What follows belongs to an exercise in optimizing a design on an open flow for a short achievable clock period and few clock cycles per item; a production flow would make more cautious choices.
In this exercise RTL edits were held to simulation tests only and were not proved equivalent to the original.

==> run X <==
Design agc_core, start of the top module:
module agc_core
(
  input  logic        raw_clk,
  input  logic        button_reset,
  input  logic [15:0] rom_data,
  output logic [12:0] rom_req,
  output logic [15:0] reg_a,
  output logic [11:0] reg_z
);
Settings: LEC_CHECK=0, CAP_MARGIN=20, CORE_MARGIN=2, CORE_UTILIZATION=55, PLACE_DENSITY=0.7, SETUP_SLACK_MARGIN=3.0, SLEW_MARGIN=20, SYNTH_HIERARCHICAL=1; clock period 6.0 ns.
run.sh (not shown) runs the stock make flow with config.mk's settings and CLKGATE_MAP_FILE= SYNTH_SCRIPT=/design/flow/synth_recipe.tcl, a recipe that flattens the netlist after the stock synthesis.
==> run D: changes against run X <==
--- a/flow/design.v
+++ b/flow/design.v
@@ -139,15 +139,15 @@
       busy_q    <= 1'b0;
       p_q       <= 12'o2000;
     end
     else
     begin
       fetched_q <= fetch_now;
       operand_q <= fetched_q & fixed_load;
-      busy_q    <= fetched_q & is_ad;
+      busy_q    <= fetched_q & fixed_load & is_ad;
       if (fetch_now)
         p_q <= ((fetched_q & addr_k) ? rom_data[11:0] : p_q) + 1'b1;
     end
   end
 endmodule
 `timescale 1ns/1ns
 module agc_decode_req
@@ -216,35 +216,93 @@
   for (genvar i = 0; i < 15; i++)
   begin : g_carry
     assign c[i] = g[4][(i + 14) % 15];
   end
   assign s[14:0] = p[0] ^ c;
   assign s[15]   = (a[14] == b[14]) && (s[14] != b[14]);
 endmodule
+module agc_add_first
+(
+  input  agc_isa_pkg::agc_word_t a,
+  input  agc_isa_pkg::agc_word_t b,
+  output logic [14:0] p0,
+  output logic        g0_14,
+  output logic [14:0] g2,
+  output logic [14:0] p2
+);
+  logic [14:0] g [3];
+  logic [14:0] p [3];
+  assign g[0] = a[14:0] & b[14:0];
+  assign p[0] = a[14:0] ^ b[14:0];
+  for (genvar k = 0; k < 2; k++)
+  begin : g_level
+    for (genvar i = 0; i < 15; i++)
+    begin : g_bit
+      localparam int j = (i - (1 << k) + 30) % 15;
+      assign g[k+1][i] = g[k][i] | (p[k][i] & g[k][j]);
+      assign p[k+1][i] = p[k][i] & p[k][j];
+    end
+  end
+  assign p0    = p[0];
+  assign g0_14 = g[0][14];
+  assign g2    = g[2];
+  assign p2    = p[2];
+endmodule
+module agc_add_rest
+(
+  input  logic [14:0] p0,
+  input  logic        g0_14,
+  input  logic [14:0] g2,
+  input  logic [14:0] p2,
+  output agc_isa_pkg::agc_word_t s
+);
+  logic [14:0] g [5];
+  logic [14:0] p [5];
+  logic [14:0] c;
+  assign g[2] = g2;
+  assign p[2] = p2;
+  for (genvar k = 2; k < 4; k++)
+  begin : g_level
+    for (genvar i = 0; i < 15; i++)
+    begin : g_bit
+      localparam int j = (i - (1 << k) + 30) % 15;
+      assign g[k+1][i] = g[k][i] | (p[k][i] & g[k][j]);
+      assign p[k+1][i] = p[k][i] & p[k][j];
+    end
+  end
+  for (genvar i = 0; i < 15; i++)
+  begin : g_carry
+    assign c[i] = g[4][(i + 14) % 15];
+  end
+  assign s[14:0] = p0 ^ c;
+  assign s[15]   = ~p0[14] & (c[14] ^ g0_14);
+endmodule
 module agc_port_a
 (
   input  agc_isa_pkg::agc_word_t rom_data,
   input  agc_isa_pkg::agc_word_t a,
   input  logic        show_ca,      
   input  logic        show_cs,
   input  logic        show_mask,
   input  logic        show_a,
+  input  logic        show_sum,     
+  input  agc_isa_pkg::agc_word_t sum,
   output agc_isa_pkg::agc_word_t reg_a
 );
   agc_isa_pkg::agc_word_t hi;       
   agc_isa_pkg::agc_word_t lo;       
   always_comb
   begin
     for (int i = 0; i < 15; i++)
     begin
-      hi[i] = show_ca | ((show_mask | show_a) & a[i]);
-      lo[i] = show_cs | (show_a & a[i]);
+      hi[i] = show_ca | ((show_mask | show_a) & a[i]) | (show_sum & sum[i]);
+      lo[i] = show_cs | (show_a & a[i]) | (show_sum & sum[i]);
     end
-    hi[15] = show_ca | (show_a & a[15]);
-    lo[15] = show_a & a[15];
+    hi[15] = show_ca | (show_a & a[15]) | (show_sum & sum[15]);
+    lo[15] = (show_a & a[15]) | (show_sum & sum[15]);
     for (int i = 0; i < 16; i++)
       reg_a[i] = rom_data[i] ? hi[i] : lo[i];
   end
 endmodule
 module agc_amux
 (
   input  agc_isa_pkg::agc_word_t word,
@@ -267,34 +325,45 @@
   input  agc_isa_pkg::agc_word_t rom_data,
   input  logic        fixed_load,
   input  agc_isa_pkg::agc_word_t word,     
   output agc_isa_pkg::agc_word_t reg_a,    
   output logic        show_ca,
   output logic        show_cs,
   output logic        show_mask,
-  output logic        show_a
+  output logic        show_a,
+  output logic        show_sum,
+  output agc_isa_pkg::agc_word_t sum_e
 );
   agc_isa_pkg::agc_word_t a_q;
-  agc_isa_pkg::agc_word_t m_q;          
   logic        ca_q;
   logic        cs_q;
   logic        mask_q;
   logic        show_a_q;
+  logic        show_sum_q;
+  logic        ad_e;                 
+  logic [14:0] ad_p0_q;              
+  logic        ad_g0_q;
+  logic [14:0] ad_g2_q;
+  logic [14:0] ad_p2_q;
+  logic [14:0] ad_p0;
+  logic        ad_g0;
+  logic [14:0] ad_g2;
+  logic [14:0] ad_p2;
   agc_isa_pkg::agc_word_t sum;
   agc_isa_pkg::agc_word_t a_oper;
   agc_isa_pkg::agc_word_t a_keep;
   agc_isa_pkg::agc_word_t ex_one;
   agc_isa_pkg::agc_word_t ex_zero;
   agc_isa_pkg::agc_word_t if_one;
   agc_isa_pkg::agc_word_t if_zero;
   agc_isa_pkg::agc_word_t a_d;
   logic        oper_load;
   agc_ones_add u_add (
     .a (a_q),
-    .b (operand ? rom_data : m_q),
+    .b (rom_data),
     .s (sum)
   );
   always_comb
   begin
     a_oper = '0;
     if (ca_q)
       a_oper = rom_data;
@@ -305,14 +374,16 @@
   end
   always_comb
   begin
     if (busy)
       a_keep = sum;
     else if (operand)
       a_keep = a_oper;
+    else if (show_sum_q)
+      a_keep = sum_e;
     else
       a_keep = a_q;
   end
   always_comb
   begin
     case (rom_data[14:12])
       3'd2:                                       
@@ -346,41 +417,66 @@
   assign if_zero = two_cycle ? ex_zero : a_keep;
   agc_amux u_amux (
     .word    (word),
     .if_one  (if_one),
     .if_zero (if_zero),
     .a_d     (a_d)
   );
+  agc_add_first u_ad_first (
+    .a     (a_q),
+    .b     (word),
+    .p0    (ad_p0),
+    .g0_14 (ad_g0),
+    .g2    (ad_g2),
+    .p2    (ad_p2)
+  );
+  agc_add_rest u_ad_rest (
+    .p0    (ad_p0_q),
+    .g0_14 (ad_g0_q),
+    .g2    (ad_g2_q),
+    .p2    (ad_p2_q),
+    .s     (sum_e)
+  );
+  assign ad_e      = two_cycle & (rom_data[14:12] == 3'd6);
   assign oper_load = fetched & fixed_load;
   always_ff @(posedge raw_clk)
   begin
     if (!button_reset)
     begin
       a_q      <= '0;
-      m_q      <= '0;
       ca_q     <= 1'b0;
       cs_q     <= 1'b0;
       mask_q   <= 1'b0;
       show_a_q <= 1'b1;
+      show_sum_q <= 1'b0;
+      ad_p0_q  <= '0;
+      ad_g0_q  <= 1'b0;
+      ad_g2_q  <= '0;
+      ad_p2_q  <= '0;
     end
     else
     begin
       a_q      <= a_d;
-      m_q      <= word;
       ca_q     <= oper_load & (rom_data[14:12] == 3'd3);
       cs_q     <= oper_load & (rom_data[14:12] == 3'd4);
       mask_q   <= oper_load & (rom_data[14:12] == 3'd7);
-      show_a_q <= ~oper_load | (rom_data[14:12] == 3'd6);
+      show_a_q <= (~oper_load | (rom_data[14:12] == 3'd6)) & ~ad_e;
+      show_sum_q <= ad_e;
+      ad_p0_q  <= ad_p0;
+      ad_g0_q  <= ad_g0;
+      ad_g2_q  <= ad_g2;
+      ad_p2_q  <= ad_p2;
     end
   end
   assign reg_a     = a_q;
   assign show_ca   = ca_q;
   assign show_cs   = cs_q;
   assign show_mask = mask_q;
   assign show_a    = show_a_q;
+  assign show_sum  = show_sum_q;
 endmodule
 `timescale 1ns/1ns
 module agc_erasable
 (
   input  logic        raw_clk,
   input  logic        button_reset,
   input  logic        wr_enable,
@@ -464,14 +560,16 @@
   agc_isa_pkg::agc_addr_t z_next;
   agc_isa_pkg::agc_word_t a_q;
   agc_isa_pkg::agc_word_t word;
   logic        show_ca;
   logic        show_cs;
   logic        show_mask;
   logic        show_a;
+  logic        show_sum;
+  agc_isa_pkg::agc_word_t sum_e;
   agc_decode u_decode (
     .instr_word (rom_data),
     .fixed_load (fixed_load),
     .is_tc      (is_tc),
     .is_ad      (is_ad),
     .is_store   (is_store),
     .is_incr    (is_incr),
@@ -500,15 +598,17 @@
     .rom_data     (rom_data),
     .fixed_load   (fixed_load),
     .word         (word),
     .reg_a        (a_q),
     .show_ca      (show_ca),
     .show_cs      (show_cs),
     .show_mask    (show_mask),
-    .show_a       (show_a)
+    .show_a       (show_a),
+    .show_sum     (show_sum),
+    .sum_e        (sum_e)
   );
   agc_erasable u_erasable (
     .raw_clk      (raw_clk),
     .button_reset (button_reset),
     .wr_enable    (fetched),
     .wr_hot       (e_hot),
     .wr_low       (e_low),
@@ -569,10 +669,12 @@
   agc_port_a u_port_a (
     .rom_data  (rom_data),
     .a         (a_q),
     .show_ca   (show_ca),
     .show_cs   (show_cs),
     .show_mask (show_mask),
     .show_a    (show_a),
+    .show_sum  (show_sum),
+    .sum       (sum_e),
     .reg_a     (reg_a)
   );
 endmodule
==> flow/config.mk (replaced) <==
export PLATFORM = sky130hd
export DESIGN_NAME = agc_core
export DESIGN_NICKNAME = agc_core
export VERILOG_FILES = /design/flow/design.v
export SDC_FILE = /design/flow/constraint.sdc
export NUM_CORES = 4
export LEC_CHECK = 0
export CAP_MARGIN = 20
export CORE_MARGIN = 2
export CORE_UTILIZATION = 33
export PLACE_DENSITY = 0.48
export SETUP_SLACK_MARGIN = 3.0
export SLEW_MARGIN = 20
export SYNTH_HIERARCHICAL = 1
==> impl_metrics.tcl <==
set metrics [dict create \
    outcome "aborted with a tool error" \
    stop_stage "global routing" \
    flow.first_error "[ERROR GRT-0232] Routing congestion too high. Check the congestion heatmap in the GUI." \
    detailedPlace.worstSlack_ns 0.2466 \
    grt_start_max_net_pins 146 \
    dpl.cell_count 10410 \
    placement_rows 129 \
    worstEndpointGrtRepair "rom_req[3]" \
    die_h_um 358.1 \
    die_x_um 358.1 \
    synthesis.instances 9272 \
    gp_congestion 1.305 \
    gr-total-overflow 425 \
    grtUsageMet1_pct 84.12 \
    floorplan.initialDensity_pct 55.56 \
    cell_area_after_placement_um2 71210 \
]
the above is filed under run X

==> impl_metrics.tcl <==
set metrics [dict create \
    outcome "complete, no violations" \
    die_x_um 466.6 \
    synthesis.instances 9455 \
    grt_most_used_layer "met2" \
    gr-total-overflow 0 \
    cell_area_after_placement_um2 75740 \
    multi_input_area_um2 48870 \
    dpl.cell_count 11920 \
    grtUsageMet1_pct 62.78 \
    numClockSinks 1074 \
    nWellTaps 2821 \
    floorplan.initialDensity_pct 33.26 \
    detailedPlace.worstSlack_ns -0.2001 \
    cts-buffers-inserted 140 \
    synth_warnings 26 \
    grt_start_max_net_pins 181 \
    gp_congestion 1.117 \
    layout.cells.most_common_list "dfxtp_1 (1035), a21oi_1 (949), o21ai_0 (947)" \
]
the above is filed under run D

Testbench counts of run X, summed over its fixed seeds: cycles 40,944, instructions 24,000.
Testbench counts of run D, summed over its fixed seeds: cycles 38,349, instructions 24,000.

## static timing again, ports no longer ideal
The flow's constraints put no driver on any port. The routed layout listed below was extracted and timed again, unchanged, in two steps. Step 1 (the two cells are an assumption about what drives the block):
set clk [get_ports {raw_clk}]
set_driving_cell -lib_cell sky130_fd_sc_hd__clkbuf_16 $clk
set_driving_cell -lib_cell sky130_fd_sc_hd__buf_2 [delete_from_list [all_inputs] $clk]
Step 2, shift: input delay + t, output delay - t, t = (earliest + latest rising clock arrival at the registers) / 2. This alone moves slack from input paths to output paths. Slacks: no drivers / after step 1 / after step 2; pairs: no drivers / after step 1.
run: run D
shift t [ns]: 0.930
setup slack, ns: 2.252 / 2.275 / 1.360
worst setup path after step 2: input to register
slew at the worst register clock pin (ns): 0.09 / 0.09
worst data-port slew with drivers (ns): 0.18
After both steps run D still meets setup and hold. The setup slack of run D moves by +0.023 ns with the drivers and by -0.892 ns with both steps.
